This design comes from an exercise in tuning for small area, a short achievable clock period and few clock cycles per item on the open sky130 flow, not from production work.
RTL that was checked went through simulation tests only; none was proved equivalent to the original.
No activity file was given, so power comes from the tool's default toggle rates.

Setup of main:
## sliding_window_range_peak
module sliding_window_range_peak #(
    parameter int WINDOW_MAX = 64
) (
    input  logic                      clk,
    input  logic                      rst_n,
    input  logic                      cfg_we,
    input  logic [srp_pkg::CFG_W-1:0] cfg_wdata,
    input  logic                      s_tvalid,
    output logic                      s_tready,
    input  logic [31:0]               s_tdata,
    input  logic                      s_tlast,
    output logic                      m_tvalid,
    input  logic                      m_tready,
    output logic [63:0]               m_tdata,
    output logic                      m_tuser,
    output logic                      m_tlast
);
export LEC_CHECK = 0
export CAP_MARGIN = 20
export CORE_MARGIN = 2
export CORE_UTILIZATION = 30
export CTS_CLUSTER_DIAMETER = 100
export CTS_CLUSTER_SIZE = 25
export SETUP_SLACK_MARGIN = 4.0
export SLEW_MARGIN = 20
export SYNTH_HIERARCHICAL = 1
create_clock -name core_clock -period 7.0 [get_ports {clk}]
run.sh (not shown) runs the stock make flow with config.mk's settings and CLKGATE_MAP_FILE= SYNTH_SCRIPT=/design/flow/synth_recipe.tcl, a recipe that flattens the netlist after the stock synthesis.
Edits applied to the flow inputs when going from main to the feature branch:
-- flow/design.v --
<<< main, line 18
module srp_n0 (input logic gh, input logic nlh, input logic gl, input logic nll,
               output logic ng, output logic l);
    assign ng = ~(gh | (nlh & gl));
    assign l  = ~(nlh & (gh | nll));
endmodule
>>> the feature branch, line 18
module srp_n0 (input logic gh, input logic nlh, input logic gl, input logic nll,
               output logic ng, output logic l);
    assign ng = ~(nlh & (gh | gl));
    assign l  = ~(nlh & (gh | nll));
endmodule
<<< main, line 24
               output logic g, output logic nl);
    assign g  = ~(ngh & (lh | ngl));
    assign nl = ~(lh | (ngh & ll));
endmodule
module srp_cmp (input logic [30:0] nx, input logic [30:0] r, output logic lt, output logic gt);
>>> the feature branch, line 24
               output logic g, output logic nl);
    assign g  = ~(ngh & (lh | ngl));
    assign nl = ~(ngh & (lh | ll));
endmodule
module srp_cmp (input logic [30:0] nx, input logic [30:0] r, output logic lt, output logic gt);
<<< main, line 187
    logic [WM-1:1]        lt, cen;
    logic [DW-1:0]        nx;
    logic [WM-1:1]        phgt;
    always_ff @(posedge clk)
        phgt <= (wr | (ph == 7'(N - 1))) ? '0 : {phgt[WM-2:1], ~fph[1]};
    assign nx = ~ring[0];
    for (genvar j = 1; j < WM; j++) begin : g_cmp
        logic unused;
        srp_cmp u_cmp (.nx(nx), .r(ring[j]), .lt(lt[j]), .gt(unused));
        assign cen[j] = fph[1] | phgt[j];
    end
    always_ff @(posedge clk) begin
>>> the feature branch, line 187
    logic [WM-1:1]        lt, cen;
    logic [DW-1:0]        nx;
    assign nx = ~ring[0];
    for (genvar j = 1; j < WM; j++) begin : g_cmp
        logic unused;
        srp_cmp u_cmp (.nx(nx), .r(ring[j]), .lt(lt[j]), .gt(unused));
        assign cen[j] = fph[1] | (ph > 7'(j));
    end
    always_ff @(posedge clk) begin
==> comparison <==
- Between the feature branch and main, sum of routed wire length over all layers is lower for the feature branch, main comes in above that.
- In the feature branch, the worst setup slack after placement came out 100 ps below the value in main.
- Comparing the feature branch and main, the higher net switching power was measured on main.
- Going from main to the feature branch, the global-route track usage on met3 was found to have gone up by 4.3 points.
- The feature branch vs. main: count of mapped cells out of synthesis lost 0.95%, met3 wire length has increased, global placer's final weighted congestion went up 4.6%, count of non-CTS inverters in the layout fell by 36.
Testbench counts of the feature branch, summed over its fixed seeds: cycles 12,778, items 12,482.
Only the layout flow was run in main; the RTL was not checked for function there.

--- another note on this design; it stands on its own ---

## sliding_window_range_peak
module sliding_window_range_peak #(
    parameter int WINDOW_MAX = 64
) (
    input  logic                      clk,
    input  logic                      rst_n,
    input  logic                      cfg_we,
    input  logic [srp_pkg::CFG_W-1:0] cfg_wdata,
    input  logic                      s_tvalid,
    output logic                      s_tready,
    input  logic [31:0]               s_tdata,
    input  logic                      s_tlast,
    output logic                      m_tvalid,
    input  logic                      m_tready,
    output logic [63:0]               m_tdata,
    output logic                      m_tuser,
    output logic                      m_tlast
);
Settings: LEC_CHECK=0, CAP_MARGIN=20, CORE_MARGIN=2, CORE_UTILIZATION=30, CTS_CLUSTER_DIAMETER=100, CTS_CLUSTER_SIZE=25, SETUP_SLACK_MARGIN=4.1, SLEW_MARGIN=20, SYNTH_HIERARCHICAL=1, TNS_END_PERCENT=10; clock period 7.0 ns.
run.sh (not shown) runs the stock make flow with config.mk's settings and CLKGATE_MAP_FILE= SYNTH_SCRIPT=/design/flow/synth_recipe.tcl, a recipe that flattens the netlist after the stock synthesis.
Testbench counts at the start, summed over its fixed seeds: cycles 12,778, items 12,482.
Edit:
- SETUP_SLACK_MARGIN: 4.1 -> 4.2
- TNS_END_PERCENT: 10 -> unset
Via count went up by about 4.4%.
First-iteration DRC count went up by 14%.
Count of clock-buffer cells in the layout went down by 4.
Edit:
- SETUP_SLACK_MARGIN: 4.2 -> 4.4
- TNS_END_PERCENT: unset -> 5
The changed run produced a clean layout.
Synthesized cell count is unchanged.
Routed wire length came out lower by about 3.5%.
Total power shrinks by about 4.7%.
Sequential cell count does not change.
Non-clock buffer count went down by 218.
Clock power climbs by about 2%.
Utilization shrinks by 0.94 points.
Count of clock-buffer cells in the layout climbs by 9.
First-iteration DRC count fell by 6.6%.
Worst setup slack is better by 18 ps.
Maximum frequency went up by about 0.6%.
Edit:
- SETUP_SLACK_MARGIN: 4.4 -> 4.3
- worst setup slack degrades by 30 ps
- global-route usage goes down by 0.50 points
- design area stays flat
- wire length goes down by 1.0%
- power goes down by 0.45%
- final cell count stays flat
- core utilization barely changes
- critical path depth goes down by 2
- fmax goes down by 0.94%
Edit:
- ABC_AREA: unset -> 1
- SETUP_SLACK_MARGIN: 4.3 -> 4.0
- TNS_END_PERCENT: 5 -> unset
What happened:
- via count is higher by about a fifth
- global-route usage came out lower by 0.54 points
- worst setup slack gets better by 110 ps
- maximum frequency goes up by a few percent

## static timing again, ports no longer ideal
How much do the figures lean on ideal ports? The routed layouts below were timed once more, with nothing changed but the port constraints. Step 1 (the two cells are an assumption about what drives the block):
set clk [get_ports {clk}]
set_driving_cell -lib_cell sky130_fd_sc_hd__clkbuf_16 $clk
set_driving_cell -lib_cell sky130_fd_sc_hd__buf_2 [delete_from_list [all_inputs] $clk]
Step 2 times the ports against the registers' clock, not the clock port: input delays grow and output delays shrink by t, the midpoint of the rising clock arrivals with the driver on. Slacks: ideal / step 1 / step 2; pairs: ideal / step 1.
run | shift t [ns] | setup WS [ns] | worst hold slack (ns) | worst setup path after step 2 | cell pins on the clock port's net
main | 1.066 | 3.777 / 3.777 / 3.207 | 0.320 / 0.320 / 0.320 | input to register | 1
the feature branch | 1.009 | 3.763 / 3.763 / 3.225 | 0.331 / 0.331 / 0.331 | input to register | 1
the first run of note 2 | 1.065 | 3.766 / 3.766 / 3.085 | 0.316 / 0.316 / 0.316 | input to register | 1
the second run of note 2 | 0.994 | 3.815 / 3.815 / 3.368 | 0.332 / 0.332 / 0.332 | input to register | 1
the third run of note 2 | 1.060 | 3.833 / 3.833 / 3.077 | 0.313 / 0.313 / 0.313 | input to register | 1
the fourth run of note 2 | 1.067 | 3.803 / 3.803 / 3.090 | 0.326 / 0.326 / 0.326 | input to register | 1
the fifth run of note 2 | 1.035 | 3.917 / 3.917 / 3.257 | 0.321 / 0.321 / 0.321 | input to register | 1
After both steps every run listed still meets setup and hold. The setup slack of the third run of note 2, which loses most, moves by 0.000 ns with the drivers and by -0.756 ns with both steps.
